This is an optimization exercise on Yosys and OpenROAD, whose aim is small area and few clock cycles, not a production implementation.
Only simulation tests tie the RTL to the original design; equivalence was not proved.
Power figures rest on the tool's default switching activity, not on a simulated workload.

$ cat design/flow/design.v
package ips_pkg;
  localparam int CFG_W       = 24;
  localparam int NUM_CFG     = 8;
  localparam int CFG_IDX_W   = 3;
  localparam int IN_TDATA_W  = 40;
  localparam int IN_TUSER_W  = 2;
  localparam int OUT_TDATA_W = 8;
  typedef logic [CFG_W-1:0]     cfg_word_t;
  typedef logic [CFG_IDX_W-1:0] cfg_idx_t;
  localparam cfg_idx_t CFG_IGNITION_STABLE = 3'd0;
  localparam cfg_idx_t CFG_CRANK_GRACE     = 3'd1;
  localparam cfg_idx_t CFG_BUS_IDLE_SLEEP  = 3'd2;
  localparam cfg_idx_t CFG_SCREEN_ON_DELAY = 3'd3;
  localparam cfg_idx_t CFG_IGNITION_LOSS   = 3'd4;
  localparam cfg_idx_t CFG_SHUTDOWN_PULSE  = 3'd5;
  localparam cfg_idx_t CFG_SHUTDOWN_GAP    = 3'd6;
  localparam cfg_idx_t CFG_POWERDOWN_WAIT  = 3'd7;
  localparam logic [NUM_CFG*CFG_W-1:0] CFG_RESET = {
    24'd20000, 24'd500, 24'd500, 24'd2000,
    24'd2000, 24'd30000, 24'd3000, 24'd500
  };
  typedef enum logic [2:0] {
    MODE_WAIT    = 3'd0,
    MODE_RUN     = 3'd1,
    MODE_PULSE1  = 3'd2,
    MODE_GAP1    = 3'd3,
    MODE_PULSE2  = 3'd4,
    MODE_GAP2    = 3'd5,
    MODE_PDOWN   = 3'd6,
    MODE_SLEEP   = 3'd7
  } ips_mode_t;
  typedef enum logic [1:0] {
    OP_TICK     = 2'd0,
    OP_IGNITION = 2'd1,
    OP_BUS      = 2'd2,
    OP_RESET    = 2'd3
  } ips_op_t;
  typedef struct packed {
    ips_op_t     opcode;
    logic        ignition_on;
    logic        keep_dcdc_on;
    logic [31:0] now_ms;
  } ips_item_t;
  typedef struct packed {
    logic      dcdc_relay;
    logic      shutdown_relay;
    logic      screen_visible;
    ips_mode_t mode;
  } ips_result_t;
endpackage
import ips_pkg::*;
module ips_fsm #(
  parameter int IGNITION_GAP_RESET_MS = 1000,
  parameter int TIME_BITS             = 32
) (
  input  logic               clk,
  input  logic               rst,
  input  logic               step,
  input  ips_pkg::ips_item_t item,
  input  logic [ips_pkg::NUM_CFG-1:0][ips_pkg::CFG_W-1:0] ncfg,   
  output ips_pkg::ips_result_t result
);
  localparam int LO_W = (TIME_BITS < CFG_W) ? TIME_BITS : CFG_W;
  localparam logic [CFG_W-1:0] GAP_LIM = IGNITION_GAP_RESET_MS + 1;
  ips_pkg::ips_mode_t mode, mode_next;
  logic [TIME_BITS-1:0] nts_a, nts_a_next;
  logic [TIME_BITS-1:0] nts_b, nts_b_next;
  logic [TIME_BITS-1:0] nts_l, nts_l_next;
  logic on_pend, on_pend_next;
  logic off_pend, off_pend_next;
  logic dcdc, dcdc_next;
  logic scr_pend, scr_pend_next;
  function automatic logic [TIME_BITS-1:0] diff(logic [TIME_BITS-1:0] a,
                                                logic [TIME_BITS-1:0] nb);
    logic c;
    c = 1'b1;
    for (int i = 0; i < TIME_BITS; i++) begin
      diff[i] = a[i] ^ nb[i] ^ c;
      c       = (a[i] & nb[i]) | (a[i] & c) | (nb[i] & c);
    end
  endfunction
  function automatic logic ge(logic [TIME_BITS-1:0] x, logic [CFG_W-1:0] nd);
    logic c;
    logic hi;
    c  = 1'b1;
    hi = 1'b0;
    for (int i = 0; i < CFG_W; i++) begin
      if (i < TIME_BITS) c = (x[i] & nd[i]) | (x[i] & c) | (nd[i] & c);
      else               c = nd[i] & c;
    end
    for (int i = CFG_W; i < TIME_BITS; i++) hi = hi | x[i];
    ge = c | hi;
  endfunction
  logic [TIME_BITS-1:0] now_t, nnow;
  logic                 sel_l;
  logic [TIME_BITS-1:0] nop2;
  logic [TIME_BITS-1:0] d_a, d_2;
  logic [CFG_W-1:0]     nlim_a, nlim_2;
  logic                 el_a, el_g, el_2;
  logic                 op2_unset;
  assign now_t = item.now_ms;
  assign nnow  = ~item.now_ms;
  assign sel_l     = (mode == MODE_WAIT) && !on_pend;
  assign nop2      = sel_l ? nts_l : nts_b;
  assign op2_unset = &nop2;
  assign d_a       = diff(now_t, nts_a);
  assign d_2       = diff(now_t, nop2);
  always_comb begin
    case (mode)
      MODE_WAIT:                nlim_a = ncfg[CFG_IGNITION_STABLE];
      MODE_PULSE1, MODE_PULSE2: nlim_a = ncfg[CFG_SHUTDOWN_PULSE];
      MODE_GAP1, MODE_GAP2:     nlim_a = ncfg[CFG_SHUTDOWN_GAP];
      default:                  nlim_a = ncfg[CFG_SCREEN_ON_DELAY];
    endcase
  end
  always_comb begin
    case (mode)
      MODE_WAIT: nlim_2 = sel_l ? ncfg[CFG_BUS_IDLE_SLEEP] : ~GAP_LIM;
      MODE_RUN:  nlim_2 = ncfg[CFG_IGNITION_LOSS];
      default:   nlim_2 = ncfg[CFG_POWERDOWN_WAIT];
    endcase
  end
  assign el_a = ge(d_a, nlim_a);
  assign el_g = ge(d_a, ncfg[CFG_CRANK_GRACE]);
  assign el_2 = ge(d_2, nlim_2);
  always_comb begin
    logic grace;
    logic gap;
    logic loss;
    mode_next     = mode;
    nts_a_next    = nts_a;
    nts_b_next    = nts_b;
    nts_l_next    = nts_l;
    on_pend_next  = on_pend;
    off_pend_next = off_pend;
    dcdc_next     = dcdc;
    scr_pend_next = scr_pend;
    grace = !el_g;
    gap   = !op2_unset && el_2;
    loss  = op2_unset ? (&ncfg[CFG_IGNITION_LOSS]) : el_2;
    case (item.opcode)
      OP_TICK: begin
        case (mode)
          MODE_WAIT: begin
            if (!on_pend) begin
              if (!off_pend && !op2_unset && el_2) begin
                mode_next  = MODE_SLEEP;
                dcdc_next  = 1'b1;
                nts_l_next = nnow;
              end
            end else if (gap) begin
              on_pend_next  = 1'b0;
            end else if (el_a) begin
              mode_next     = MODE_RUN;
              dcdc_next     = 1'b1;
              nts_a_next    = nnow;
              nts_b_next    = '1;
              scr_pend_next = 1'b1;
              on_pend_next  = 1'b0;
              off_pend_next = 1'b0;
            end
          end
          MODE_RUN: begin
            if (scr_pend && el_a) begin
              scr_pend_next = 1'b0;
              if (off_pend && op2_unset && !grace) nts_b_next = nnow;
            end else if (!scr_pend && off_pend && !grace) begin
              if (op2_unset) nts_b_next = nnow;
              if (loss) begin
                mode_next  = MODE_PULSE1;
                nts_a_next = nnow;
                nts_b_next = nnow;
              end
            end
          end
          MODE_PULSE1: if (el_a) begin mode_next = MODE_GAP1;   nts_a_next = nnow; end
          MODE_GAP1:   if (el_a) begin mode_next = MODE_PULSE2; nts_a_next = nnow; end
          MODE_PULSE2: if (el_a) begin mode_next = MODE_GAP2;   nts_a_next = nnow; end
          MODE_GAP2:   if (el_a) begin mode_next = MODE_PDOWN;                     end
          MODE_PDOWN: begin
            if (el_2) begin
              mode_next     = MODE_WAIT;
              dcdc_next     = 1'b0;
              on_pend_next  = 1'b0;
              off_pend_next = 1'b0;
              nts_l_next    = nnow;
            end
          end
          default: begin
          end
        endcase
      end
      OP_IGNITION: begin
        if (item.ignition_on) begin
          off_pend_next = 1'b0;
          case (mode)
            MODE_WAIT: begin
              if (!on_pend || op2_unset || el_2) begin
                on_pend_next = 1'b1;
                nts_a_next   = nnow;
              end
              nts_b_next = nnow;
            end
            MODE_RUN: begin
              nts_b_next = '1;
            end
            default: begin
              mode_next    = MODE_WAIT;
              dcdc_next    = 1'b1;
              on_pend_next = 1'b1;
              nts_a_next   = nnow;
              nts_b_next   = nnow;
            end
          endcase
        end else begin
          on_pend_next  = 1'b0;
          off_pend_next = 1'b1;
          if (mode == MODE_RUN && !scr_pend && op2_unset) nts_b_next = nnow;
        end
      end
      OP_BUS: begin
        nts_l_next = nnow;
      end
      default: begin
        mode_next     = MODE_WAIT;
        dcdc_next     = item.keep_dcdc_on || (mode != MODE_PDOWN);
        scr_pend_next = 1'b0;
        on_pend_next  = 1'b0;
        off_pend_next = 1'b0;
        nts_l_next    = nnow;
      end
    endcase
  end
  always_ff @(posedge clk) begin
    if (step) begin
      nts_a <= nts_a_next;
      nts_b <= nts_b_next;
    end
  end
  always_ff @(posedge clk) begin
    if (rst) begin
      mode     <= MODE_WAIT;
      nts_l    <= '1;
      on_pend  <= 1'b0;
      off_pend <= 1'b0;
      dcdc     <= 1'b0;
      scr_pend <= 1'b0;
    end else if (step) begin
      mode     <= mode_next;
      nts_l    <= nts_l_next;
      on_pend  <= on_pend_next;
      off_pend <= off_pend_next;
      dcdc     <= dcdc_next;
      scr_pend <= scr_pend_next;
    end
  end
  assign result.dcdc_relay     = dcdc;
  assign result.shutdown_relay = (mode == MODE_PULSE1) || (mode == MODE_PULSE2);
  assign result.screen_visible = (mode == MODE_RUN) && !scr_pend;
  assign result.mode           = mode;
endmodule
import ips_pkg::*;
module ignition_power_supervisor #(
  parameter int IGNITION_GAP_RESET_MS = 1000,
  parameter int TIME_BITS             = 32
) (
  input  logic                             clk,
  input  logic                             rst,
  input  logic                             s_tvalid,
  output logic                             s_tready,
  input  logic [ips_pkg::IN_TDATA_W-1:0]   s_tdata,    
  input  logic [ips_pkg::IN_TUSER_W-1:0]   s_tuser,    
  output logic                             m_tvalid,
  input  logic                             m_tready,
  output logic [ips_pkg::OUT_TDATA_W-1:0]  m_tdata,    
  input  logic                             cfg_valid,
  output logic                             cfg_ready,
  input  ips_pkg::cfg_idx_t                cfg_index,
  input  ips_pkg::cfg_word_t               cfg_data
);
  logic [ips_pkg::NUM_CFG-1:0][ips_pkg::CFG_W-1:0] ncfg;
  ips_pkg::ips_item_t   in_item;
  ips_pkg::ips_result_t res;
  logic        out_valid;
  logic        accept;
  assign cfg_ready = 1'b1;
  logic [ips_pkg::CFG_W-1:0] cfg_d0, cfg_d1;
  assign cfg_d0 = ~cfg_data & {ips_pkg::CFG_W{!rst}};
  assign cfg_d1 = ~cfg_data | {ips_pkg::CFG_W{rst}};
  for (genvar i = 0; i < NUM_CFG; i++) begin : g_cfg
    logic                      cfg_we;
    logic [ips_pkg::CFG_W-1:0] cfg_rv;
    assign cfg_we = rst || (cfg_valid && cfg_index == i);
    assign cfg_rv = CFG_RESET[i*CFG_W +: CFG_W];
    always_ff @(posedge clk) begin
      if (cfg_we) begin
        for (int b = 0; b < CFG_W; b++) begin
          ncfg[i][b] <= cfg_rv[b] ? cfg_d0[b] : cfg_d1[b];
        end
      end
    end
  end
  assign s_tready = !out_valid || m_tready;
  assign accept   = s_tvalid && s_tready;
  assign in_item.opcode       = ips_pkg::ips_op_t'(s_tuser);
  assign in_item.ignition_on  = s_tdata[0];
  assign in_item.keep_dcdc_on = s_tdata[1];
  assign in_item.now_ms       = s_tdata[33:2];
  ips_fsm #(
    .IGNITION_GAP_RESET_MS (IGNITION_GAP_RESET_MS),
    .TIME_BITS             (TIME_BITS)
  ) u_fsm (
    .clk    (clk),
    .rst    (rst),
    .step   (accept),
    .item   (in_item),
    .ncfg   (ncfg),
    .result (res)
  );
  always_ff @(posedge clk) begin
    if (rst) begin
      out_valid <= 1'b0;
    end else if (accept) begin
      out_valid <= 1'b1;
    end else if (m_tready) begin
      out_valid <= 1'b0;
    end
  end
  assign m_tvalid = out_valid;
  assign m_tdata  = {2'b00, res.mode, res.screen_visible,
                     res.shutdown_relay, res.dcdc_relay};
endmodule
$ cat design/flow/run.sh
#!/bin/bash
# synth_recipe.tcl (not shown) runs the flow's synth.tcl, then flattens the netlist and writes it again
# the make line also repeats each setting of config.mk as NAME=value (left out here)
make -C /OpenROAD-flow-scripts/flow DESIGN_CONFIG=/design/flow/config.mk WORK_HOME=/design/flow/orfs CLKGATE_MAP_FILE= SYNTH_SCRIPT=/design/flow/synth_recipe.tcl finish
$ cat design/flow/config.mk
export PLATFORM = sky130hd
export DESIGN_NAME = ignition_power_supervisor
export DESIGN_NICKNAME = ignition_power_supervisor
export VERILOG_FILES = /design/flow/design.v
export SDC_FILE = /design/flow/constraint.sdc
export NUM_CORES = 4
export LEC_CHECK = 0
export ABC_AREA = 1
export CAP_MARGIN = 20
export CORE_MARGIN = 2
export CORE_UTILIZATION = 40
export SLEW_MARGIN = 20
$ cat design/flow/constraint.sdc
create_clock -name core_clock -period 15.0 [get_ports {clk}]
set_input_delay 3.0000 -clock core_clock [delete_from_list [all_inputs] [get_ports {clk}]]
set_output_delay 3.0000 -clock core_clock [all_outputs]
set_load 0.01 [all_outputs]
==> impl_results.md, run 1 <==
* Share of synthesized area occupied by flip-flops and latches at 0.595
* Final setup violating endpoints at 99
* Tightest Pin Transition at 1.08 ns
* Antenna-violating nets left at 0
* Headroom to the max-slew limit at 0.274
* Most used routing layer in global routing: met2
* DR DRC count at 0
* Global-route wire length before repair at 56,100 um
* Cell repeated most along the worst path: fa_2
* Number of buffers inserted during clock tree synthesis at 34
* Finished Core Util at 0.494
* Y dimension of the die at 193 um
* Most common library cell in the layout ignoring fill and taps: nand2_1
* Starting density of the core at 0.404
* Final net count at 1,621
* Critical register-to-register path startpoint: u_fsm.mode[1]$_SDFFE_PP0P_
* Type of the worst min-delay path: register to register
* Max Clock Freq at 65.7 MHz
* Fin crit period at 15.22 ns
* Final slew viol count at 0
* Met1 track demand over resource in global routing at 0.283
* Post-synth EDFFs at 256
* Critical Path Source: s_tdata[2]
* Hold Path Origin: u_fsm.nts_l[29]$_SDFFE_PP1P_
* PnR Total Power at 2.36 mW
* Synth area leaders: edfxtp_1 (54%), nand2_1 (11%), fa_1 (8.4%)
* Netlist area before placement at 0.0143 mm^2
* Buffer levels on the longest clock path at 3
* First-pass iteration count of the detailed router at 7
* Post-Layout Cell Count at 1,969
* Reasons for failing layout checks: negative setup slack
* Met3 global-route usage at 0.0269
* Total clock sinks at 296
* M2 GR Usage at 0.337
* Clk pin slew, worst setup/hold paths at 0.06 ns
* Arrival time of the worst setup path at 15.43 ns
* Post-synth top flop: edfxtp_1
* Hold_ws at 0.474 ns
* Count of unique library cells instantiated by Yosys at 48
* Peak supply drop at 0.0000746 V
* Critical path buffer and inverter count at 7
* GRT Util Overall at 0.202
* Post-synthesis register bit count at 296
* Deepest level of the CTS H-tree at 2
* Worst Path Required at 15.21 ns
* Top-level port count at 85
* Half-perimeter wire length of the detailed placement result at 24,600 um
* Antenna violations before repair at 0
* Buffers on Ports at 75
* CP Launch Type: primary input
* Detail-routed net length per standard cell at 18.5 um
* Leakage at 6.79 nW
* Synthesized area per cell at 10.4 um^2
* Fraction of the cycle the final worst path needs at 1.01
* YS warnings at 2
* Routed WL at 36,500 um
* Highest-count cells in the layout ignoring fill and taps: nand2_1 (415), edfxtp_1 (256), inv_1 (127)
* Total via count after detailed routing at 9,976
* Crit-path leading delay family: adder cells
* Outcome: complete, but fails checks
* Area of the core at 0.0353 mm^2
* Number of antenna cells inserted at 0
* Synthesis-to-layout area growth at 22.2%
* Floorplan die area at 0.0372 mm^2
* # Max-Cap Violations at 0
* Post-cts hold buffer count at 0
* Setup repair after global routing missed its margin: yes
* Placed cell count at 1,898
* Clk Tree Root Cell: clkbuf_16
* Total grt overflow at 0
* Clock tree from TritonCTS: built
* Worst-skew pair later-pin latency at 0.52 ns
* Fraction of synthesis flops using an asynchronous set or reset pin at 0
* Maximum number of pins on one net before global-route repair at 51
* First DRT Iteration DRCs at 693
* Share of cells above drive strength 1 at 0.161
* Pwr per Cell Area at 135 mW/mm^2
* Slowest stage cell, crit path: fa_1
* Number of instances in the synthesized netlist at 1,365
* Worst Setup Slack, final at -0.223 ns
* Critical Path End Type: register
* Global placement routability congestion at 0.843
* Via-to-Cell Ratio at 5.07
* Placement Rows at 69
* Worst clock skew at 0.0201 ns
* Area share of the leading cell type in the synthesized netlist at 0.539
* Kind of critical path: primary input to register
* Vias in the first global route at 9,975
* Delay of the slowest cell on the worst path at 0.45 ns
* Synth area leader: edfxtp_1
* Number of failing hold endpoints at the final stage at 0
* Worst-path maximum fanout at 16
* Horizontal die dimension at 193 um
state kept, by name, summed over array words and instances (netlist names):
| register | cells |
|---|---|
| out_valid | 1 |
| u_fsm.nts_l | 32 |
| ncfg | 192 |
| u_fsm.off_pend | 1 |
| u_fsm.nts_a | 32 |
| u_fsm.on_pend | 1 |
| u_fsm.scr_pend | 1 |
| u_fsm.nts_b | 32 |
| u_fsm.dcdc | 1 |
| u_fsm.mode | 3 |
cell type report:
| type | count | area (um^2) |
|---|---|---|
| sequential | 296 | 8490 |
| timing repair buffer | 127 | 1350 |
| tap | 461 | 577 |
| clock buffer | 44 | 951 |
| inverter | 140 | 548 |
| fill | 3187 | 17900 |
| multi-input combinational | 883 | 5390 |
| clock inverter | 18 | 124 |
cell families after synthesis:
| family | Yosys count | synth area share |
|---|---|---|
| flops | 296 | 0.595 |
| fa+ha+maj | 65 | 0.0886 |
| simple gates | 606 | 0.179 |
| xor+xnor | 3 | 0.00184 |
| compound gates | 204 | 0.0812 |
| other cells | 2 | 0.000527 |
| buf+inv | 187 | 0.0519 |
| mux | 2 | 0.00140 |
per-stage QoR:
stage	instance area, um^2	setup TNS (ns)	setup slack [ns]
after detailed placement	16000	-124.47	-1.36
after floorplan	14400	-6.18	-0.144
after global routing	17400	-44.72	-0.520
final	17400	-14.79	-0.223
after CTS	17300	-26.89	-0.337
after global placement	16000	-120.43	-1.33
where the power goes:
part / internal, mW / leakage [nW] / switching (mW)
Clock: 0.454 / 0.523 / 0.339
Combinational: 0.219 / 3.47 / 0.354
Sequential: 0.970 / 2.79 / 0.0222
Total: 1.64 / 6.79 / 0.715
what timing repair did:
item                                   in CTS  in global routing
endpoints found under the hold margin       0                  0
setup endpoints to repair                 103                103
pin swaps                                  12                 24
setup buffers                               7                  3
gates cloned                                2                  2
resized for setup                          28                 38
synth_stat cells (3+ instances only):
cell type,instances
o211ai_1,14
buf_4,6
o21ai_0,57
nand4_1,30
ha_1,5
buf_2,7
a31oi_1,5
a22o_1,9
clkbuf_1,29
nor2_2,3
inv_2,5
o21ai_1,35
a21oi_1,63
nor2_1,67
or2_2,12
nor4_1,4
dfxtp_1,40
nand3_1,41
edfxtp_1,256
a221o_1,3
nand2_2,7
nand2_1,422
o22ai_1,8
fa_1,60
nor3_1,7
o221ai_1,4
buf_1,5
inv_1,133
routing by layer:
metal	routed length (um)	up-vias
met3	1840	48
met1	16600	4820
met5	0	-
met4	535	0
li1	-	4855
met2	17500	253
worst reg2reg max path, delay by kind of cell (launching register included):
kind                       cells  cell delay, ns
AOI/OAI and AO/OA              1            0.17
DFF                            1            0.43
adders and majority gates     31           10.56
muxes                          1            0.41
and+or+nand+nor               11            1.88
buffers and inverters          4            0.34
worst paths after layout:
kind	to	slack, ns	depth (start not counted)
setup / recovery	u_fsm.nts_a[24]$_DFFE_PP_	-0.22	47
hold / removal	u_fsm.nts_l[29]$_SDFFE_PP1P_	0.47	2
setup reg to reg	u_fsm.nts_a[24]$_DFFE_PP_	0.89	48
hold reg to reg	u_fsm.nts_l[29]$_SDFFE_PP1P_	0.47	2
Testbench counts, summed over its fixed seeds: cycles 36,016.
==> run 2, diff against run 1 <==
--- a/design/flow/config.mk
+++ b/design/flow/config.mk
@@ -11,2 +11,3 @@
 export CORE_UTILIZATION = 40
+export CTS_BUF_LIST = sky130_fd_sc_hd__clkbuf_4
 export SLEW_MARGIN = 20
==> impl_results.md, run 2 <==
* Netlist area before placement at 0.0143 mm^2 (unchanged)
* DR DRC count at 0 (unchanged)
* Y dimension of the die at 193 um (unchanged)
* GRT Util Overall at 0.208 (+0.00630)
* Worst-skew pair later-pin latency at 0.69 ns (+0.17 ns)
* Most frequent cells after synthesis: nand2_1 (422), edfxtp_1 (256), inv_1 (133), nor2_1 (67), a21oi_1 (63)
* Antenna violations before repair at 1 (+1)
* Fraction of synthesis flops using an asynchronous set or reset pin at 0 (unchanged)
* Share of synthesized area occupied by flip-flops and latches at 0.595 (unchanged)
* Finished Core Util at 0.495 (+0.00152)
* Detail-routed net length per standard cell at 18.2 um (-2.0%)
* Area of the core at 0.0353 mm^2 (unchanged)
* Delay of the slowest cell on the worst path at 0.45 ns (about the same)
* Worst Path Required at 15.40 ns (+0.19 ns)
* Most common library cell in the layout ignoring fill and taps: nand2_1
* Number of cell instances on the worst register-to-register path at 51 (+6.3%)
* Number of failing hold endpoints at the final stage at 0 (unchanged)
* Horizontal die dimension at 193 um (unchanged)
* Leakage at 6.94 nW (+2.2%)
* Reasons for failing layout checks: negative setup slack
* Worst-path maximum fanout at 8 (-8)
* Tightest Pin Transition at 1.09 ns (+0.00418 ns)
* Placed cell count at 1,898 (unchanged)
* Top reg by flops: ncfg
* # Max-Cap Violations at 0 (unchanged)
* Via-to-Cell Ratio at 5.00 (-1.3%)
* Cell repeated most along the worst path: fa_2
* Peak supply drop at 0.0000596 V (-20%)
* First-pass iteration count of the detailed router at 5 (-2)
* Deepest level of the CTS H-tree at 3 (+1)
* Most frequent cell after synthesis: nand2_1
* Count of unique library cells instantiated by Yosys at 48 (unchanged)
* Fin crit period at 15.19 ns (-0.0371 ns)
* Global-route wire length before repair at 57,500 um (+2.5%)
* Synthesized area per cell at 10.4 um^2 (unchanged)
* Clock tree from TritonCTS: built
* Number of instances in the synthesized netlist at 1,365 (unchanged)
* Post-synth EDFFs at 256 (unchanged)
* Area share of the leading cell type in the synthesized netlist at 0.539 (unchanged)
* Slowest stage cell, crit path: fa_1
* Routed WL at 37,400 um (+2.6%)
* Final setup violating endpoints at 65 (-34%)
* Starting density of the core at 0.404 (unchanged)
* Outcome: complete, but fails checks
* Number of flip-flops under the largest register name at 192 (unchanged)
* Endpoint with the worst hold slack: u_fsm.nts_l[5]$_SDFFE_PP1P_
* Headroom to the max-slew limit at 0.271 (-0.00280)
* Clk Tree Root Cell: clkbuf_4
* Final net count at 1,680 (+3.6%)
* Worst clock skew at 0.0629 ns (+0.0427 ns)
* Placement Rows at 69 (unchanged)
* Total grt overflow at 0 (unchanged)
* Critical register-to-register path startpoint: u_fsm.mode[1]$_SDFFE_PP0P_
* YS warnings at 2 (unchanged)
* Worst-case register-to-register setup slack at 0.78 ns (-0.11 ns)
* Floorplan die area at 0.0372 mm^2 (unchanged)
* Top-level port count at 85 (unchanged)
* Hold Path Origin: u_fsm.nts_l[5]$_SDFFE_PP1P_
* Pwr per Cell Area at 132 mW/mm^2 (-2.4%)
* Clk pin slew, worst setup/hold paths at 0.06 ns (about the same)
* Max Clock Freq at 65.9 MHz (+0.24%)
* Pre-CTS worst setup slack at -1.36 ns (unchanged)
* Post-Layout Cell Count at 2,062 (+4.7%)
* Total clock sinks at 296 (unchanged)
* Post-synthesis register bit count at 296 (unchanged)
* Buffer levels on the longest clock path at 3 (unchanged)
* Highest-count cells in the layout ignoring fill and taps: nand2_1 (415), edfxtp_1 (256), inv_1 (127)
* Synthesis-to-layout area growth at 22.6%
* CP Launch Type: primary input
* Filler Cells Inserted at 3,225 (+1.2%)
* Share of cells above drive strength 1 at 0.201 (+0.0402)
* Synth area leader: edfxtp_1
* Number of buffers inserted during clock tree synthesis at 83 (+140%)
* Antenna-violating nets left at 0 (unchanged)
* Kind of critical path: primary input to register
* Worst Setup Slack, final at -0.186 ns (+0.0371 ns)
* Type of the worst min-delay path: register to register
* Half-perimeter wire length of the detailed placement result at 24,600 um (unchanged)
* Hold-critical path depth at 2 (unchanged)
* First DRT Iteration DRCs at 711 (+2.6%)
* Total via count after detailed routing at 10,312 (+3.4%)
* Fraction of the cycle the final worst path needs at 1.01 (-0.00248)
* Final slew viol count at 0 (unchanged)
* Vias in the first global route at 10,461 (+4.9%)
* Buffers on Ports at 75 (unchanged)
* Synth area leaders: edfxtp_1 (54%), nand2_1 (11%), fa_1 (8.4%)
* Arrival time of the worst setup path at 15.59 ns (+0.16 ns)
* Critical Path End Type: register
* Endpoint of the worst-slack reg-to-reg timing path: u_fsm.nts_a[19]$_DFFE_PP_
* Maximum number of pins on one net before global-route repair at 51 (unchanged)
* Global placement routability congestion at 0.843 (unchanged)
* Post-synth top flop: edfxtp_1
* Setup repair after global routing missed its margin: yes
==> run 2: cell count changes in the layout (fill, tap and decap cells not counted), moves of 3 or more <==
| cell | previous run | this run |
|---|---|---|
| clkbuf_16 | 38 | 1 |
| clkinv_1 | 4 | 18 |
| buf_4 | 32 | 38 |
| clkinvlp_4 | 4 | 0 |
| buf_16 | 0 | 3 |
| buf_6 | 7 | 12 |
| clkbuf_1 | 6 | 0 |
| clkbuf_4 | 0 | 120 |
| clkinv_2 | 8 | 2 |
| nand3_2 | 5 | 2 |
==> run 2: worst max-delay path, delay by kind of cell <==
kind / cells / cell delay, ns
AND/OR/NAND/NOR: 7 / 0.81
adder cells (fa/ha/maj): 31 / 10.49
buffers and inverters: 11 / 1.06
AO/OA/AOI/OAI: 1 / 0.18
==> run 2: cell families after synthesis <==
family,share of synthesized area
AO/OA/AOI/OAI,0.0812
adder cells (fa/ha/maj),0.0886
buffers and inverters,0.0519
XOR/XNOR,0.00184
other,0.000527
AND/OR/NAND/NOR,0.179
flip-flops,0.595
multiplexers,0.00140
==> run 2: per-stage QoR <==
step / total power, mW / TNS, ns / instance area (um^2) / hold slack, ns
2_1_floorplan: 1.38 / -6.18 / 14400 / 0.439
5_1_grt: 2.46 / -29.57 / 17500 / 0.498
3_3_place_gp: 1.56 / -120.43 / 16000 / 0.451
6_report: 2.31 / -7.51 / 17500 / 0.473
3_5_place_dp: 1.57 / -124.47 / 16000 / 0.459
4_1_cts: 2.33 / -16.41 / 17400 / 0.474
==> run 2: layout make-up <==
type,count,area (um^2),share of cell area
clock buffer,120,901,0.0515
inverter,140,548,0.0314
multi-input combinational,883,5370,0.307
antenna,2,5.00,0.000286
tap,461,577,0.0330
clock inverter,23,151,0.00866
sequential,296,8490,0.486
timing repair buffer,137,1440,0.0823
==> run 2: worst max path at each step <==
stage / start / end / slack, ns / cells after the start
2_1_floorplan: s_tdata[2] / u_fsm.nts_a[0]$_DFFE_PP_ / -0.14 / 44
3_3_place_gp: s_tdata[2] / u_fsm.nts_b[5]$_DFFE_PP_ / -1.33 / 44
3_5_place_dp: s_tdata[2] / u_fsm.nts_b[5]$_DFFE_PP_ / -1.36 / 46
4_1_cts: s_tdata[2] / u_fsm.nts_a[19]$_DFFE_PP_ / -0.26 / 48
5_1_grt: s_tdata[2] / u_fsm.nts_a[19]$_DFFE_PP_ / -0.40 / 50
6_report: s_tdata[2] / u_fsm.nts_a[19]$_DFFE_PP_ / -0.19 / 50
==> run 2: power by group <==
part           switching [mW]  internal, mW  total, mW
Combinational           0.358         0.222      0.579
Clock                   0.337         0.401      0.738
Sequential             0.0223         0.969      0.992
==> run 2: metal layers <==
layer | global-route usage | wire length, um | up-vias
met5 | 0 | 0 | -
li1 | - | - | 5033
met4 | 0.0625 | 631 | 0
met2 | 0.344 | 18100 | 258
met3 | 0.0406 | 1950 | 44
met1 | 0.278 | 16700 | 4977
==> run 2: repair_timing <==
item,in CTS,in global routing
resized for setup,28,42
endpoints found under the setup margin,103,103
pin swaps,15,22
setup buffers,14,4
hold buffers,0,0
gates cloned,5,1
==> run 3, diff against run 2 <==
--- a/design/flow/design.v
+++ b/design/flow/design.v
@@ -72,22 +72,26 @@
   logic scr_pend, scr_pend_next;
-  function automatic logic [TIME_BITS-1:0] diff(logic [TIME_BITS-1:0] a,
-                                                logic [TIME_BITS-1:0] nb);
+  function automatic logic elapsed(logic [TIME_BITS-1:0] now_v,
+                                   logic [TIME_BITS-1:0] nt,
+                                   logic [CFG_W-1:0] nd);
     logic c;
-    c = 1'b1;
-    for (int i = 0; i < TIME_BITS; i++) begin
-      diff[i] = a[i] ^ nb[i] ^ c;
-      c       = (a[i] & nb[i]) | (a[i] & c) | (nb[i] & c);
-    end
-  endfunction
-  function automatic logic ge(logic [TIME_BITS-1:0] x, logic [CFG_W-1:0] nd);
-    logic c;
-    logic hi;
+    logic cc;
+    logic x;
+    logic eq_hi;
+    logic wrap_hi;
     c  = 1'b1;
-    hi = 1'b0;
-    for (int i = 0; i < CFG_W; i++) begin
-      if (i < TIME_BITS) c = (x[i] & nd[i]) | (x[i] & c) | (nd[i] & c);
-      else               c = nd[i] & c;
+    cc = 1'b1;
+    for (int i = 0; i < LO_W; i++) begin
+      x  = now_v[i] ^ nt[i] ^ c;
+      c  = (now_v[i] & nt[i]) | (now_v[i] & c) | (nt[i] & c);
+      cc = (x & nd[i]) | (x & cc) | (nd[i] & cc);
+    end
+    for (int i = LO_W; i < CFG_W; i++) cc = cc & nd[i];
+    eq_hi   = 1'b1;
+    wrap_hi = 1'b1;
+    for (int i = LO_W; i < TIME_BITS; i++) begin
+      eq_hi = eq_hi & (now_v[i] ^ nt[i]);
+      if (i == LO_W) wrap_hi = wrap_hi & !(now_v[i] ^ nt[i]);
+      else           wrap_hi = wrap_hi & !(now_v[i] ^ nt[i] ^ (now_v[i-1] | nt[i-1]));
     end
-    for (int i = CFG_W; i < TIME_BITS; i++) hi = hi | x[i];
-    ge = c | hi;
+    elapsed = cc | !(c ? eq_hi : wrap_hi);
   endfunction
@@ -96,3 +100,2 @@
   logic [TIME_BITS-1:0] nop2;
-  logic [TIME_BITS-1:0] d_a, d_2;
   logic [CFG_W-1:0]     nlim_a, nlim_2;
@@ -105,4 +108,2 @@
   assign op2_unset = &nop2;
-  assign d_a       = diff(now_t, nts_a);
-  assign d_2       = diff(now_t, nop2);
   always_comb begin
@@ -122,5 +123,5 @@
   end
-  assign el_a = ge(d_a, nlim_a);
-  assign el_g = ge(d_a, ncfg[CFG_CRANK_GRACE]);
-  assign el_2 = ge(d_2, nlim_2);
+  assign el_a = elapsed(now_t, nts_a, nlim_a);
+  assign el_g = elapsed(now_t, nts_a, ncfg[CFG_CRANK_GRACE]);
+  assign el_2 = elapsed(now_t, nop2, nlim_2);
   always_comb begin
--- a/design/flow/config.mk
+++ b/design/flow/config.mk
@@ -10,4 +10,6 @@
 export CORE_MARGIN = 2
-export CORE_UTILIZATION = 40
-export CTS_BUF_LIST = sky130_fd_sc_hd__clkbuf_4
+export CORE_UTILIZATION = 65
+export CTS_BUF_LIST = sky130_fd_sc_hd__clkbuf_8
+export CTS_CLUSTER_DIAMETER = 60
+export CTS_CLUSTER_SIZE = 16
 export SLEW_MARGIN = 20
==> impl_results.md, run 3 <==
* Setup TNS at 0 ns (+7.51 ns)
* Post-synth EDFFs at 256 (unchanged)
* Slowest stage cell, crit path: clkdlybuf4s50_1
* Antenna-violating nets left at 0 (unchanged)
* Worst-skew pair later-pin latency at 0.59 ns (-0.10 ns)
* Most frequent cells after synthesis: nand2_1 (351), edfxtp_1 (256), inv_1 (175), nor2_1 (84), o21ai_0 (52)
* First DRT Iteration DRCs at 862 (+21%)
* Number of flip-flops under the largest register name at 192 (unchanged)
* Setup repair after global routing missed its margin: no
* Post-cts hold buffer count at 0 (unchanged)
* Horizontal die dimension at 153 um (-21%)
* Buffers on Ports at 75 (unchanged)
* Total via count after detailed routing at 10,024 (-2.8%)
* Final setup violating endpoints at 0 (-100%)
* Netlist area before placement at 0.0144 mm^2 (+1.3%)
* Worst-path maximum fanout at 9 (+1)
* Fraction of synthesis flops using an asynchronous set or reset pin at 0 (unchanged)
* Worst Path Required at 15.29 ns (-0.11 ns)
* Synthesized area per cell at 10.5 um^2 (+0.31%)
* Maximum number of pins on one net before global-route repair at 65 (+27%)
* Deepest level of the CTS H-tree at 1 (-2)
* Synth area leaders: edfxtp_1 (53%), nand2_1 (9.1%), fa_1 (6.4%)
* Half-perimeter wire length of the detailed placement result at 22,800 um (-7.1%)
* Area of the core at 0.0218 mm^2 (-38%)
* Number of antenna cells inserted at 0 (-2)
* Clk pin slew, worst setup/hold paths at 0.10 ns (+0.04 ns)
* Placement Rows at 54 (-22%)
* Fin crit period at 14.46 ns (-0.727 ns)
* Clock tree from TritonCTS: built
* Pwr per Cell Area at 124 mW/mm^2 (-6.4%)
* Clk Tree Root Cell: clkbuf_8
* Headroom to the max-slew limit at 0.309 (+0.0384)
* YS warnings at 2 (unchanged)
* Cell repeated most along the worst path: fa_1
* Post-synth top flop: edfxtp_1
* Total grt overflow at 0 (unchanged)
* Buffer levels on the longest clock path at 3 (unchanged)
* Detail-routed net length per standard cell at 19.1 um (+5.5%)
* Starting density of the core at 0.662 (+0.258)
* Final slew viol count at 0 (unchanged)
* Arrival time of the worst setup path at 14.74 ns (-0.85 ns)
* First-pass iteration count of the detailed router at 5 (unchanged)
* Area share of the leading cell type in the synthesized netlist at 0.532 (-0.00673)
* Critical path buffer and inverter count at 6 (-5)
* Tightest Pin Transition at 1.04 ns (-0.0510 ns)
* Total clock sinks at 296 (unchanged)
* Number of buffers inserted during clock tree synthesis at 23 (-72%)
* Final net count at 1,605 (-4.5%)
* Number of instances in the synthesized netlist at 1,378 (+0.95%)
* Antenna violations before repair at 0 (-1)
* Kind of critical path: primary input to register
* Fraction of the cycle the final worst path needs at 0.964 (-0.0485)
* Number of cell instances on the worst register-to-register path at 38 (-25%)
* Via-to-Cell Ratio at 5.69 (+14%)
* Number of failing hold endpoints at the final stage at 0 (unchanged)
* Synth area leader: edfxtp_1
* Peak supply drop at 0.0000940 V (+58%)
* Share of synthesized area occupied by flip-flops and latches at 0.588 (-0.00743)
* Top reg by flops: ncfg
* Global placement routability congestion at 0.893 (+5.9%)
* Post-synthesis register bit count at 296 (unchanged)
* # Max-Cap Violations at 0 (unchanged)
* DR DRC count at 0 (unchanged)
* Routed WL at 33,800 um (-9.8%)
* Top-level port count at 85 (unchanged)
* Area of all placed cells without fillers at 0.0162 mm^2 (-7.5%)
* Highest-count cells in the layout ignoring fill and taps: nand2_1 (351), edfxtp_1 (256), inv_1 (186)
* Critical Path End Type: register
* GRT Util Overall at 0.291 (+0.0831)
* Y dimension of the die at 153 um (-21%)
* Synthesis-to-layout area growth at 11.9%
* Max Clock Freq at 69.2 MHz (+5.0%)
* CP Launch Type: primary input
* Outcome: finished clean
* Type of the worst min-delay path: register to register
* Most common library cell in the layout ignoring fill and taps: nand2_1
* Filler Cells Inserted at 1,608 (-50%)
* Share of cells above drive strength 1 at 0.0924 (-0.109)
* Worst clock skew at 0.0290 ns (-0.0339 ns)
* Area after DPL at 0.0156 mm^2 (-2.4%)
* Most frequent cell after synthesis: nand2_1
* Global-route wire length before repair at 52,700 um (-8.3%)
* Count of unique library cells instantiated by Yosys at 52 (+8.3%)
* Hold-critical path depth at 2 (unchanged)
* Crit-path leading delay family: adder cells
* Leakage at 6.67 nW (-3.8%)
* Vias in the first global route at 9,901 (-5.4%)
* Floorplan die area at 0.0234 mm^2 (-37%)
* Number of cells on the critical path at 39 (-22%)
* Delay of the slowest cell on the worst path at 0.51 ns (+0.06 ns)
run 3: kinds of logic (layout without fill, tap and decap cells):
family	Yosys count	count (layout)	share of synthesized area
other	2	3	0.000520
muxes	16	16	0.0111
DFF	296	296	0.588
adders and majority gates	65	65	0.0802
xor gates and xnor gates	8	8	0.00485
buffers and inverters	226	330	0.0629
AOI/OAI and AO/OA	187	187	0.0754
and+or+nand+nor	578	578	0.177
run 3: worst reg2reg max path: cells and delay by family, from the launching register on:
kind                       cells  cell delay, ns
AOI/OAI and AO/OA              2            0.38
and+or+nand+nor                8            1.72
buffers and inverters          3            0.60
adders and majority gates     24            9.56
DFF                            1            0.39
muxes                          1            0.38
run 3: timing repair:
| action | 4_1_cts | 5_1_grt |
|---|---|---|
| cloned | 1 | 0 |
| setup endpoints to repair | 8 | 68 |
| setup buffers | 1 | 1 |
| gates resized for setup | 2 | 8 |
run 3: layout make-up:
cell class | instances | area, um^2 | area share
Sequential cell | 296 | 8490 | 0.525
Multi-Input combinational cell | 857 | 5130 | 0.317
Timing Repair Buffer | 106 | 1080 | 0.0666
Inverter | 182 | 683 | 0.0423
Tap cell | 280 | 350 | 0.0217
Clock buffer | 24 | 330 | 0.0204
Clock inverter | 18 | 109 | 0.00673
run 3: where the power goes:
group | switching (mW) | internal (mW)
combinational | 0.361 | 0.214
clock | 0.261 | 0.169
sequential | 0.0242 | 0.971
total | 0.646 | 1.35
run 3: worst paths after layout:
path / start / end / slack, ns
max: s_tdata[2] / u_fsm.nts_b[0]$_DFFE_PP_ / 0.54
min reg2reg: u_fsm.nts_l[5]$_SDFFE_PP1P_ / u_fsm.nts_l[5]$_SDFFE_PP1P_ / 0.48
min: u_fsm.nts_l[5]$_SDFFE_PP1P_ / u_fsm.nts_l[5]$_SDFFE_PP1P_ / 0.48
max reg2reg: u_fsm.mode[1]$_SDFFE_PP0P_ / u_fsm.nts_a[27]$_DFFE_PP_ / 1.68
run 3: routing by layer:
layer,vias up,GRT usage,part of all wire
li1,4818,-,-
met1,4742,0.409,0.42
met2,396,0.487,0.48
met3,68,0.0386,0.078
met4,0,0.0767,0.023
met5,-,0,0
run 3: stage by stage:
step | util | hold WS [ns] | cells | total power, mW | setup WS (ns)
3_3_place_gp | 0.717 | 0.450 | 1718 | 1.56 | -0.464
2_1_floorplan | - | 0.443 | 1379 | 1.41 | 0.140
5_1_grt | 0.741 | 0.504 | 1763 | 2.11 | 0.0546
3_5_place_dp | 0.717 | 0.461 | 1718 | 1.58 | -0.572
6_report | 0.741 | 0.481 | 1763 | 2.00 | 0.541
4_1_cts | 0.739 | 0.485 | 1762 | 2.00 | 0.0429
Testbench counts of run 3, summed over its fixed seeds: cycles 36,016.
==> run 4, diff against run 3 <==
--- a/design/flow/config.mk
+++ b/design/flow/config.mk
@@ -11,5 +11,5 @@
 export CORE_UTILIZATION = 65
-export CTS_BUF_LIST = sky130_fd_sc_hd__clkbuf_8
-export CTS_CLUSTER_DIAMETER = 60
-export CTS_CLUSTER_SIZE = 16
+export CTS_BUF_LIST = sky130_fd_sc_hd__clkbuf_16
+export CTS_CLUSTER_DIAMETER = 80
+export CTS_CLUSTER_SIZE = 30
 export SLEW_MARGIN = 20
==> impl_results.md, run 4 <==
* Final net count at 1,596 (-0.56%)
* Top-level port count at 85 (unchanged)
* Number of flip-flops under the largest register name at 192 (unchanged)
* Routed WL at 33,800 um (about the same)
* Most frequent cells after synthesis: nand2_1 (351), edfxtp_1 (256), inv_1 (175), nor2_1 (84), o21ai_0 (52)
* First DRT Iteration DRCs at 883 (+2.4%)
* Clk Tree Root Cell: clkbuf_16
* Deepest level of the CTS H-tree at 1 (unchanged)
* Most common library cell in the layout ignoring fill and taps: nand2_1
* Critical Path End Type: register
* Arrival time of the worst setup path at 14.75 ns (about the same)
* Post-synth EDFFs at 256 (unchanged)
* Max Clock Freq at 68.8 MHz (-0.49%)
* Area of the core at 0.0218 mm^2 (unchanged)
* Relative contribution of sequential cells to total power at 0.493 (-0.005)
* Synth area leaders: edfxtp_1 (53%), nand2_1 (9.1%), fa_1 (6.4%)
* Netlist area before placement at 0.0144 mm^2 (unchanged)
* Slowest stage cell, crit path: clkdlybuf4s50_1
* Synthesis-to-layout area growth at 11.8% (about the same)
* CP Launch Type: primary input
* Maximum number of pins on one net before global-route repair at 65 (unchanged)
* Number of buffers inserted during clock tree synthesis at 14 (-39%)
* Fraction of synthesis flops using an asynchronous set or reset pin at 0 (unchanged)
* Cell repeated most along the worst path: fa_1
* Final setup violating endpoints at 0 (unchanged)
* Antenna violations before repair at 0 (unchanged)
* Worst-skew pair later-pin latency at 0.51 ns (-0.08 ns)
* Antenna-violating nets left at 0 (unchanged)
* Post-synth top flop: edfxtp_1
* Share of cells above drive strength 1 at 0.0860 (-0.00637)
* YS warnings at 2 (unchanged)
* Worst Setup Slack, final at 0.470 ns (-0.0713 ns)
* GRT Util Overall at 0.291 (about the same)
* Post-synthesis register bit count at 296 (unchanged)
* Total clock sinks at 296 (unchanged)
* Half-perimeter wire length of the detailed placement result at 22,800 um (unchanged)
* Filler Cells Inserted at 1,570 (-2.4%)
* Tightest Pin Transition at 1.00 ns (-0.0317 ns)
* Area after DPL at 0.0156 mm^2 (unchanged)
* Setup repair after global routing missed its margin: no
* Most frequent cell after synthesis: nand2_1
* Delay of the slowest cell on the worst path at 0.52 ns (about the same)
* Pre-CTS worst setup slack at -0.572 ns (unchanged)
* Top reg by flops: ncfg
* # Max-Cap Violations at 0 (unchanged)
* Hold_ws at 0.484 ns (+0.00288 ns)
* Area of all placed cells without fillers at 0.0162 mm^2 (about the same)
* Area share of the leading cell type in the synthesized netlist at 0.532 (unchanged)
* Worst clock skew at 0.0227 ns (-0.00631 ns)
* Detail-routed net length per standard cell at 19.3 um (+1.0%)
* Number of failing hold endpoints at the final stage at 0 (unchanged)
* Via-to-Cell Ratio at 5.72 (+0.58%)
* Total via count after detailed routing at 9,979 (-0.45%)
* Placement Rows at 54 (unchanged)
* Fraction of power spent switching nets at 0.319 (-0.00443)
* Endpoint with the worst hold slack: u_fsm.nts_l[5]$_SDFFE_PP1P_
* Vias in the first global route at 9,909 (+0.081%)
* Combinational share of power at 0.287 (about the same)
* Synth area leader: edfxtp_1
* Critical register-to-register path startpoint: u_fsm.mode[1]$_SDFFE_PP0P_
* Worst Path Required at 15.22 ns (-0.07 ns)
* Setup TNS at 0 ns (unchanged)
* Count of unique library cells instantiated by Yosys at 52 (unchanged)
* Fraction of the cycle the final worst path needs at 0.969 (+0.00475)
* Clk pin slew, worst setup/hold paths at 0.11 ns (about the same)
* Total grt overflow at 0 (unchanged)
* DR DRC count at 0 (unchanged)
* Starting density of the core at 0.662 (unchanged)
* Finished Core Util at 0.740 (about the same)
* Cell-internal power at 1.37 mW (+1.5%)
* Highest-count cells in the layout ignoring fill and taps: nand2_1 (351), edfxtp_1 (256), inv_1 (180)
* Buffers on Ports at 75 (unchanged)
* Global placement routability congestion at 0.893 (unchanged)
* Endpoint of the worst-slack reg-to-reg timing path: u_fsm.nts_b[14]$_DFFE_PP_
* Number of cell instances on the worst register-to-register path at 41 (+7.9%)
* Fin crit period at 14.53 ns (+0.0713 ns)
* Peak supply drop at 0.000110 V (+17%)
* Outcome: finished clean
* Number of antenna cells inserted at 0 (unchanged)
* Headroom to the max-slew limit at 0.331 (+0.0211)
* Net switching power at 0.643 mW (-0.50%)
* Clock tree from TritonCTS: built
* Worst-path maximum fanout at 14 (+5)
* Floorplan die area at 0.0234 mm^2 (unchanged)
* Kind of critical path: primary input to register
* Number of instances in the synthesized netlist at 1,378 (unchanged)
* Y dimension of the die at 153 um (unchanged)
* Power share of the clock group at 0.219 (+0.004)
* Hold Path Origin: u_fsm.nts_l[5]$_SDFFE_PP1P_
* Pwr per Cell Area at 125 mW/mm^2 (+0.96%)
* Leakage at 6.65 nW (-0.42%)
* Share of synthesized area occupied by flip-flops and latches at 0.588 (unchanged)
* Type of the worst min-delay path: register to register
* Synthesized area per cell at 10.5 um^2 (unchanged)
* First-pass iteration count of the detailed router at 5 (unchanged)
* Hold-critical path depth at 2 (unchanged)
* Horizontal die dimension at 153 um (unchanged)
* Worst-case register-to-register setup slack at 1.62 ns (-0.06 ns)
* Final slew viol count at 0 (unchanged)
* Global-route wire length before repair at 52,600 um (-0.26%)
* Buffer levels on the longest clock path at 3 (unchanged)
## run 4: logic make-up after synthesis
| kind of cell | after synthesis | share of synthesized area |
|---|---|---|
| AND/OR/NAND/NOR | 578 | 0.177 |
| flip-flops | 296 | 0.588 |
| buffers and inverters | 226 | 0.0629 |
| AO/OA/AOI/OAI | 187 | 0.0754 |
| adder cells (fa/ha/maj) | 65 | 0.0802 |
| multiplexers | 16 | 0.0111 |
| XOR/XNOR | 8 | 0.00485 |
| other | 2 | 0.000520 |
## run 4: metal layers
metal,vias up,wire length [um],GRT usage
met2,371,16400,0.486
met5,-,0,0
met3,64,2250,0.0318
met4,0,867,0.0851
met1,4743,14300,0.411
li1,4801,-,-
## run 4: what timing repair did
item | in CTS | in global routing
resized for setup | 3 | 6
setup buffers | 2 | 0
hold buffers | 0 | 0
setup endpoints to repair | 32 | 68
gates cloned | 1 | 0
## run 4: per-stage QoR
step | instances | total power, mW
floorplan | 1379 | 1.41
global placement | 1718 | 1.56
detailed placement | 1718 | 1.58
CTS | 1745 | 2.02
global route | 1745 | 2.12
finish | 1745 | 2.02
## run 4: how the worst max path moves through the flow
stage               slack, ns  cells after the start                         to  startpoint
floorplan                0.14                     36   u_fsm.nts_b[0]$_DFFE_PP_  s_tdata[2]
global placement        -0.46                     38  u_fsm.nts_b[15]$_DFFE_PP_  s_tdata[2]
detailed placement      -0.57                     38  u_fsm.nts_b[15]$_DFFE_PP_  s_tdata[2]
CTS                      0.05                     39   u_fsm.nts_b[5]$_DFFE_PP_  s_tdata[2]
global route            0.001                     39   u_fsm.nts_b[1]$_DFFE_PP_  s_tdata[2]
finish                   0.47                     39  u_fsm.nts_b[14]$_DFFE_PP_  s_tdata[2]
## run 4: area by class of cell
class,count,area [um^2],share of cell area
inverters,182,683,0.0423
repair buffers,106,1070,0.0660
clock buffers,15,375,0.0232
multi-input cells,857,5130,0.318
clock inverters,9,60.1,0.00372
flip-flops and latches,296,8490,0.526
well taps,280,350,0.0217
## run 4: power groups by stage
| stage | clock network (mW) | logic (mW) | registers [mW] |
|---|---|---|---|
| 2_1_floorplan | 0 | 0.401 | 1.01 |
| 3_3_place_gp | 0 | 0.553 | 1.01 |
| 3_5_place_dp | 0 | 0.568 | 1.01 |
| 4_1_cts | 0.447 | 0.578 | 0.995 |
| 5_1_grt | 0.473 | 0.650 | 1.00 |
| 6_report | 0.443 | 0.579 | 0.995 |
## run 4: critical path, delay by kind of cell
family                     cells  cell delay (ns)
buffers and inverters          6             1.11
and+or+nand+nor                6             0.55
adders and majority gates     24             9.72
AOI/OAI and AO/OA              3             0.37
==> run 5, diff against run 4 <==
--- a/design/flow/config.mk
+++ b/design/flow/config.mk
@@ -10,6 +10,3 @@
 export CORE_MARGIN = 2
-export CORE_UTILIZATION = 65
-export CTS_BUF_LIST = sky130_fd_sc_hd__clkbuf_16
-export CTS_CLUSTER_DIAMETER = 80
-export CTS_CLUSTER_SIZE = 30
+export CORE_UTILIZATION = 40
 export SLEW_MARGIN = 20
==> impl_results.md, run 5 <==
* Outcome: finished clean
* Buffers on Ports at 75 (unchanged)
* First-pass iteration count of the detailed router at 5 (unchanged)
* FF/Latch Area at 0.00849 mm^2 (unchanged)
* Starting density of the core at 0.406 (-0.256)
* Number of antenna cells inserted at 0 (unchanged)
* Global-route wire length before repair at 55,800 um (+6.2%)
* CP Launch Type: primary input
* Clk Tree Root Cell: clkbuf_16
* Pre-CTS worst setup slack at -0.622 ns (-0.0496 ns)
* Worst Path Required at 15.21 ns (about the same)
* Top reg by flops: ncfg
* Post-synth EDFFs at 256 (unchanged)
* Worst-path maximum fanout at 14 (unchanged)
* Detail-routed net length per standard cell at 18.3 um (-5.6%)
* Post-synth top flop: edfxtp_1
* Most common library cell in the layout ignoring fill and taps: nand2_1
* Routed WL at 35,900 um (+6.4%)
* Total grt overflow at 0 (unchanged)
* Critical register-to-register path startpoint: u_fsm.mode[1]$_SDFFE_PP0P_
* Worst clock skew at 0.0104 ns (-0.0122 ns)
* Antenna-violating nets left at 0 (unchanged)
* Buffer levels on the longest clock path at 3 (unchanged)
* DR DRC count at 0 (unchanged)
* Share of synthesized area occupied by flip-flops and latches at 0.588 (unchanged)
* Critical Path End Type: register
* Netlist area before placement at 0.0144 mm^2 (unchanged)
* Most frequent cells after synthesis: nand2_1 (351), edfxtp_1 (256), inv_1 (175), nor2_1 (84), o21ai_0 (52)
* Number of instances in the synthesized netlist at 1,378 (unchanged)
* Fraction of the mapped netlist area in compound gates at 0.0754 (unchanged)
* Setup repair after global routing missed its margin: no
* Pwr per Cell Area at 138 mW/mm^2 (+11%)
* Fin crit period at 14.51 ns (-0.0172 ns)
* # Max-Cap Violations at 0 (unchanged)
* Placed cell count at 1,905 (+11%)
* Clk pin slew, worst setup/hold paths at 0.06 ns (-0.05 ns)
* Horizontal die dimension at 194 um (+27%)
* Synth area leaders: edfxtp_1 (53%), nand2_1 (9.1%), fa_1 (6.4%)
* Xor-xnor portion of the synthesized cell area at 0.00485 (unchanged)
* Largest family of logic cells by synthesized area: simple AND/OR/NAND/NOR gates
* Synth area leader: edfxtp_1
* Type of the worst min-delay path: register to register
* Worst-skew pair later-pin latency at 0.51 ns (about the same)
* Hold Path Origin: u_fsm.nts_l[31]$_SDFFE_PP1P_
* Arrival time of the worst setup path at 14.73 ns (-0.02 ns)
* Leakage at 6.95 nW (+4.6%)
* Y dimension of the die at 194 um (+27%)
* First DRT Iteration DRCs at 671 (-24%)
* Area share of the leading cell type in the synthesized netlist at 0.532 (unchanged)
* Kind of critical path: primary input to register
* Share of cells above drive strength 1 at 0.106 (+0.0195)
* Headroom to the max-slew limit at 0.370 (+0.0399)
* Post-cts hold buffer count at 0 (unchanged)
* Slowest stage cell, crit path: clkdlybuf4s50_1
* Top-level port count at 85 (unchanged)
* Delay of the slowest cell on the worst path at 0.48 ns (-0.04 ns)
* Tightest Pin Transition at 0.944 ns (-0.0600 ns)
* PnR Total Power at 2.36 mW (+17%)
* Count of unique library cells instantiated by Yosys at 52 (unchanged)
* Placement Rows at 69 (+28%)
* Setup TNS at 0 ns (unchanged)
* Mux share of post-synthesis cell area at 0.0111 (unchanged)
* Finished Core Util at 0.479 (-0.261)
* Final net count at 1,622 (+1.6%)
* Fraction of the cycle the final worst path needs at 0.968 (-0.00115)
* Final setup violating endpoints at 0 (unchanged)
* Total via count after detailed routing at 10,013 (+0.34%)
* Area after DPL at 0.0159 mm^2 (+1.7%)
* Synthesis-to-layout area growth at 18.1%
* Post-Layout Cell Count at 1,968 (+13%)
* Peak supply drop at 0.0000673 V (-39%)
* Cell repeated most along the worst path: fa_1
* GRT Util Overall at 0.192 (-0.0995)
* YS warnings at 2 (unchanged)
* Synthesized area per cell at 10.5 um^2 (unchanged)
* Antenna violations before repair at 0 (unchanged)
* Highest-count cells in the layout ignoring fill and taps: nand2_1 (351), edfxtp_1 (256), inv_1 (175)
* Critical Path Source: s_tdata[2]
* Half-perimeter wire length of the detailed placement result at 23,600 um (+3.5%)
* Adder and majority cell fraction of the synthesized area at 0.0802 (unchanged)
* Max Clock Freq at 68.9 MHz (+0.12%)
* Area of the core at 0.0356 mm^2 (+63%)
* Crit-path leading delay family: adder cells
* Synth Area in Simple Gates at 0.177 (unchanged)
* Area of combinational cells with multiple inputs at 0.00513 mm^2 (about the same)
* Number of buffers inserted during clock tree synthesis at 34 (+20)
* Deepest level of the CTS H-tree at 2 (+1)
* Total clock sinks at 296 (unchanged)
* Area of all placed cells without fillers at 0.0170 mm^2 (+5.6%)
* Fraction of synthesis flops using an asynchronous set or reset pin at 0 (unchanged)
* Final slew viol count at 0 (unchanged)
* Number of failing hold endpoints at the final stage at 0 (unchanged)
* Via-to-Cell Ratio at 5.09 (-11%)
* Critical path buffer and inverter count at 6 (unchanged)
* Post-synthesis register bit count at 296 (unchanged)
* Number of flip-flops under the largest register name at 192 (unchanged)
* Clock tree from TritonCTS: built
* Floorplan die area at 0.0376 mm^2 (+61%)
* Most frequent cell after synthesis: nand2_1
* Hold_ws at 0.469 ns (-0.0147 ns)
* Filler Cells Inserted at 3,294 (+110%)
* Worst Setup Slack, final at 0.487 ns (+0.0172 ns)
* Vias in the first global route at 9,992 (+0.84%)
* Global placement routability congestion at 0.842 (-5.7%)
* Maximum number of pins on one net before global-route repair at 65 (unchanged)
==> run 5: changes by cell type in the layout (fill, tap and decap cells not counted), sizes merged <==
cell	previous run	this run
buf	31	38
bufbuf	1	0
bufinv	0	1
clkbuf	15	44
clkinv	2	13
clkinvlp	0	2
inv	189	182
==> run 5: cell families (layout without fill, tap and decap cells) <==
logic type               after synthesis  in the layout
adder cells (fa/ha/maj)               65             65
buffers and inverters                226            354
AND/OR/NAND/NOR                      578            578
other                                  2              3
multiplexers                          16             16
flip-flops                           296            296
AO/OA/AOI/OAI                        187            187
XOR/XNOR                               8              8
==> run 5: power breakdown <==
part | switching [mW] | internal, mW
Sequential | 0.0241 | 0.972
Combinational | 0.363 | 0.217
Clock | 0.326 | 0.456
==> run 5: worst reg2reg max path: cells and delay by family, from the launching register on <==
kind | cells | cell delay (ns)
multiplexers | 1 | 0.26
AO/OA/AOI/OAI | 2 | 0.42
flip-flops | 1 | 0.38
buffers and inverters | 5 | 1.21
AND/OR/NAND/NOR | 10 | 1.14
adder cells (fa/ha/maj) | 22 | 9.03
==> run 5: area by class of cell <==
class                           instances  share of cell area
Clock buffer                           44              0.0545
Clock inverter                         16             0.00668
Inverter                              182              0.0401
Multi-Input combinational cell        857               0.301
Sequential cell                       296               0.498
Tap cell                              461              0.0338
Timing Repair Buffer                  112              0.0663
==> run 5: routing by layer <==
metal,global-route usage,routed length (um),vias up
met5,0,0,-
met4,0.0629,1010,0
met3,0.0284,1630,61
met2,0.319,17100,220
met1,0.258,16200,4854
li1,-,-,4878
==> run 5: final timing paths <==
kind | slack, ns | cells past startpoint | endpoint
setup / recovery | 0.49 | 39 | u_fsm.nts_b[31]$_DFFE_PP_
hold / removal | 0.47 | 2 | u_fsm.nts_l[31]$_SDFFE_PP1P_
setup reg to reg | 2.26 | 40 | u_fsm.nts_b[31]$_DFFE_PP_
hold reg to reg | 0.47 | 2 | u_fsm.nts_l[31]$_SDFFE_PP1P_
==> run 5: repair_timing <==
item,4_1_cts,5_1_grt
buffers inserted,1,1
gates resized for setup,3,6
pin swaps,0,0
gates cloned,1,0
setup endpoints to repair,32,64
==> run 6, diff against run 5 <==
==> design/flow/flow/run.sh (new file) <==
#!/bin/bash
# Standard layout with two changes: the port buffers use the smallest
# buffer cell (repair_design still upsizes any that need it), and clock tree
# synthesis clusters the flip-flops into larger groups under clkbuf_8
# without dummy balancing loads. Each tool's output is logged under orfs/logs;
# the make run's output goes to flow_make.log here.
set -euo pipefail
export BUFFER_PORTS_ARGS="-buffer_cell sky130_fd_sc_hd__buf_1"
export CTS_ARGS="-sink_clustering_enable -repair_clock_nets -dont_use_dummy_load -sink_clustering_size 16 -sink_clustering_max_diameter 60 -buf_list sky130_fd_sc_hd__clkbuf_8"
bash standard.sh > flow_make.log 2>&1
==> design/flow/standard.sh (new file) <==
#!/bin/bash
# synth_recipe.tcl (not shown) runs the flow's synth.tcl, then flattens the netlist and writes it again
# the make line also repeats each setting of config.mk as NAME=value (left out here)
make -C /OpenROAD-flow-scripts/flow DESIGN_CONFIG=/design/flow/config.mk WORK_HOME=/design/flow/orfs CLKGATE_MAP_FILE= SYNTH_SCRIPT=/design/flow/synth_recipe.tcl "${@:-finish}"
--- a/design/flow/config.mk
+++ b/design/flow/config.mk
@@ -10,3 +10,3 @@
 export CORE_MARGIN = 2
-export CORE_UTILIZATION = 40
+export CORE_UTILIZATION = 65
 export SLEW_MARGIN = 20
removed: design/flow/run.sh
==> impl_results.md, run 6 <==
* Outcome: finished clean
* First DRT Iteration DRCs at 836 (+25%)
* Netlist area before placement at 0.0144 mm^2 (unchanged)
* Slowest stage cell, crit path: fa_1
* Delay of the slowest cell on the worst path at 0.46 ns (-0.02 ns)
* Vias in the first global route at 9,703 (-2.9%)
* Most common library cell in the layout ignoring fill and taps: nand2_1
* Post-CTS resize count at 0 (-3)
* DR DRC count at 0 (unchanged)
* Buffer levels on the longest clock path at 3 (unchanged)
* Kind of critical path: primary input to register
* Most frequent cells after synthesis: nand2_1 (351), edfxtp_1 (256), inv_1 (175), nor2_1 (84), o21ai_0 (52)
* # Max-Cap Violations at 0 (unchanged)
* Fraction of synthesis flops using an asynchronous set or reset pin at 0 (unchanged)
* Final slew viol count at 0 (unchanged)
* Synthesis-to-layout area growth at 7.32%
* Synthesized area per cell at 10.5 um^2 (unchanged)
* Worst Setup Slack, final at 0.540 ns (+0.0525 ns)
* Number of instances in the synthesized netlist at 1,378 (unchanged)
* Synth area leader: edfxtp_1
* Final setup violating endpoints at 0 (unchanged)
* Global-route wire length before repair at 52,000 um (-6.8%)
* Area share of the leading cell type in the synthesized netlist at 0.532 (unchanged)
* Type of the worst min-delay path: register to register
* Detail-routed net length per standard cell at 18.9 um (+3.8%)
* Global placement routability congestion at 0.859 (+2.1%)
* Max Clock Freq at 69.2 MHz (+0.36%)
* Floorplan die area at 0.0234 mm^2 (-38%)
* Buffers on Ports at 75 (unchanged)
* First-pass iteration count of the detailed router at 5 (unchanged)
* Post-synth EDFFs at 256 (unchanged)
* Setup Buffers After CTS at 0 (-1)
* Count of unique library cells instantiated by Yosys at 52 (unchanged)
* Most frequent cell after synthesis: nand2_1
* Number of flip-flops under the largest register name at 192 (unchanged)
* Top reg by flops: ncfg
* Pwr per Cell Area at 125 mW/mm^2 (-9.9%)
* Top-level port count at 85 (unchanged)
* Post-synth top flop: edfxtp_1
* Peak supply drop at 0.0000960 V (+43%)
* Number of failing hold endpoints at the final stage at 0 (unchanged)
* Total grt overflow at 0 (unchanged)
* Setup repair after global routing missed its margin: no
* Filler Cells Inserted at 1,646 (-50%)
* Worst Path Required at 15.25 ns (+0.04 ns)
* Maximum number of pins on one net before global-route repair at 51 (-22%)
* Cell repeated most along the worst path: fa_1
* Worst-skew pair later-pin latency at 0.57 ns (+0.06 ns)
* Synth area leaders: edfxtp_1 (53%), nand2_1 (9.1%), fa_1 (6.4%)
* Number of buffers inserted during clock tree synthesis at 24 (-29%)
* Total via count after detailed routing at 9,910 (-1.0%)
* Share of cells above drive strength 1 at 0.0808 (-0.0247)
* GRT Util Overall at 0.287 (+0.0954)
* Worst-path maximum fanout at 18 (+4)
* Fin crit period at 14.46 ns (-0.0525 ns)
* Critical Path End Type: register
* Via-to-Cell Ratio at 5.70 (+12%)
* Area of the core at 0.0218 mm^2 (-39%)
* Hold_ws at 0.473 ns (+0.00356 ns)
* Tightest Pin Transition at 1.07 ns (+0.124 ns)
* Area of combinational cells with multiple inputs at 0.00511 mm^2 (-0.39%)
* Placement Rows at 54 (-22%)
* Arrival time of the worst setup path at 14.71 ns (-0.02 ns)
* Routed WL at 33,000 um (-8.2%)
* Post-synthesis register bit count at 296 (unchanged)
* Horizontal die dimension at 153 um (-21%)
* Leakage at 6.36 nW (-8.6%)
* Share of synthesized area occupied by flip-flops and latches at 0.588 (unchanged)
* Total clock sinks at 296 (unchanged)
* Final net count at 1,601 (-1.3%)
* Antenna violations before repair at 0 (unchanged)
* Headroom to the max-slew limit at 0.288 (-0.0826)
* YS warnings at 2 (unchanged)
* Y dimension of the die at 153 um (-21%)
* Highest-count cells in the layout ignoring fill and taps: nand2_1 (351), edfxtp_1 (256), inv_1 (174)
* Pre-CTS worst setup slack at -0.107 ns (+0.514 ns)
* Clk pin slew, worst setup/hold paths at 0.09 ns (+0.03 ns)
* CP Launch Type: primary input
* Starting density of the core at 0.662 (+0.256)
* Half-perimeter wire length of the detailed placement result at 22,500 um (-4.7%)
* Deepest level of the CTS H-tree at 1 (-1)
* Clock tree from TritonCTS: built
* Number of antenna cells inserted at 0 (unchanged)
* Clk Tree Root Cell: clkbuf_8
* Worst clock skew at 0.0540 ns (+0.0436 ns)
* Post-cts hold buffer count at 0 (unchanged)
* FF/Latch Area at 0.00849 mm^2 (unchanged)
* Fraction of the cycle the final worst path needs at 0.964 (-0.00350)
* Antenna-violating nets left at 0 (unchanged)
## run 6: cell counts after synthesis
Identical to the previous run, type by type.
## run 6: area by class of cell
class | instances | area share
Clock buffer | 24 | 0.0213
Multi-Input combinational cell | 857 | 0.329
Sequential cell | 296 | 0.548
Inverter | 182 | 0.0441
Timing Repair Buffer | 101 | 0.0349
Tap cell | 280 | 0.0226
## run 6: stage by stage
stage	total power [mW]	utilization	area, um^2	TNS (ns)	instances
after floorplan	1.41	-	14500	0	1379
after global placement	1.55	0.695	15200	-0.906	1716
after detailed placement	1.56	0.695	15200	-3.35	1716
after CTS	1.94	0.710	15500	0	1740
after global routing	2.05	0.710	15500	0	1740
final	1.93	0.710	15500	0	1740
## run 6: routing by layer
layer,vias up,GRT usage,routed length (um)
li1,4797,-,-
met3,55,0.0439,2470
met5,-,0,0
met1,4687,0.404,13900
met4,0,0.0732,720
met2,371,0.477,15800
## run 6: kinds of logic (layout without fill, tap and decap cells)
logic type	count (synthesis)	after routing	synth area share
AND/OR/NAND/NOR	578	578	0.177
multiplexers	16	16	0.0111
flip-flops	296	296	0.588
buffers and inverters	226	307	0.0629
other	2	3	0.000520
adder cells (fa/ha/maj)	65	65	0.0802
XOR/XNOR	8	8	0.00485
AO/OA/AOI/OAI	187	187	0.0754
## run 6: worst max-delay path: cells and delay by family
family	cells	cell delay, ns
AND/OR/NAND/NOR	6	0.54
buffers and inverters	5	0.61
adder cells (fa/ha/maj)	24	10.18
AO/OA/AOI/OAI	3	0.36
## run 6: power by group
| part | leakage (nW) | total, mW | switching (mW) | internal, mW |
|---|---|---|---|---|
| sequential | 2.79 | 0.994 | 0.0238 | 0.971 |
| combinational | 3.39 | 0.553 | 0.357 | 0.196 |
| clock | 0.173 | 0.385 | 0.241 | 0.143 |
| total | 6.36 | 1.93 | 0.622 | 1.31 |
## run 6: worst paths after layout
check	from	to	slack [ns]	cells after the start
worst min-delay path	u_fsm.nts_l[6]$_SDFFE_PP1P_	u_fsm.nts_l[6]$_SDFFE_PP1P_	0.47	2
worst min register to register	u_fsm.nts_l[6]$_SDFFE_PP1P_	u_fsm.nts_l[6]$_SDFFE_PP1P_	0.47	2
worst max-delay path	s_tdata[2]	u_fsm.nts_b[19]$_DFFE_PP_	0.54	38
worst max register to register	u_fsm.mode[1]$_SDFFE_PP0P_	u_fsm.nts_l[31]$_SDFFE_PP1P_	2.03	39

static timing again, ports no longer ideal:
In the flow no input, the clock included, has a driving cell. The finished layouts below were timed again as built, in two steps.
Step 1: set_driving_cell puts a clkbuf_16 on clk and a buf_2 on each other input, an assumption about the parent block.
Step 2 adds t to the input delays and takes it off the output delays; t is the mean of the earliest and latest rising clock arrival at the registers after step 1. Input paths then give back, and output paths get back, about the clock's delay inside the block.
Slacks: no drivers / after step 1 / after step 2; pairs: no drivers / after step 1.
run | t (ns) | setup WS [ns] | hold slack, ns | clock arrival spread, ns | slew at the worst register clock pin (ns)
run 1 | 0.558 | -0.223 / -0.226 / -0.784 | 0.474 / 0.474 / 0.474 | 0.021 / 0.020 | 0.06 / 0.06
run 2 | 0.711 | -0.186 / -0.190 / -0.900 | 0.473 / 0.473 / 0.473 | 0.063 / 0.063 | 0.07 / 0.07
run 3 | 0.617 | 0.541 / 0.561 / -0.056 | 0.481 / 0.481 / 0.481 | 0.029 / 0.029 | 0.10 / 0.10
run 4 | 0.548 | 0.470 / 0.492 / -0.057 | 0.484 / 0.484 / 0.484 | 0.023 / 0.023 | 0.11 / 0.11
run 5 | 0.554 | 0.487 / 0.512 / -0.042 | 0.469 / 0.469 / 0.469 | 0.010 / 0.010 | 0.06 / 0.06
run 6 | 0.591 | 0.540 / 0.560 / -0.031 | 0.473 / 0.473 / 0.473 | 0.054 / 0.054 | 0.10 / 0.10
Met with ideal ports but missed after step 2: setup timing in run 3, run 4, run 5 and run 6. For run 2, which loses most, drivers alone change the setup slack by -0.004 ns; drivers and shift together by -0.714 ns.
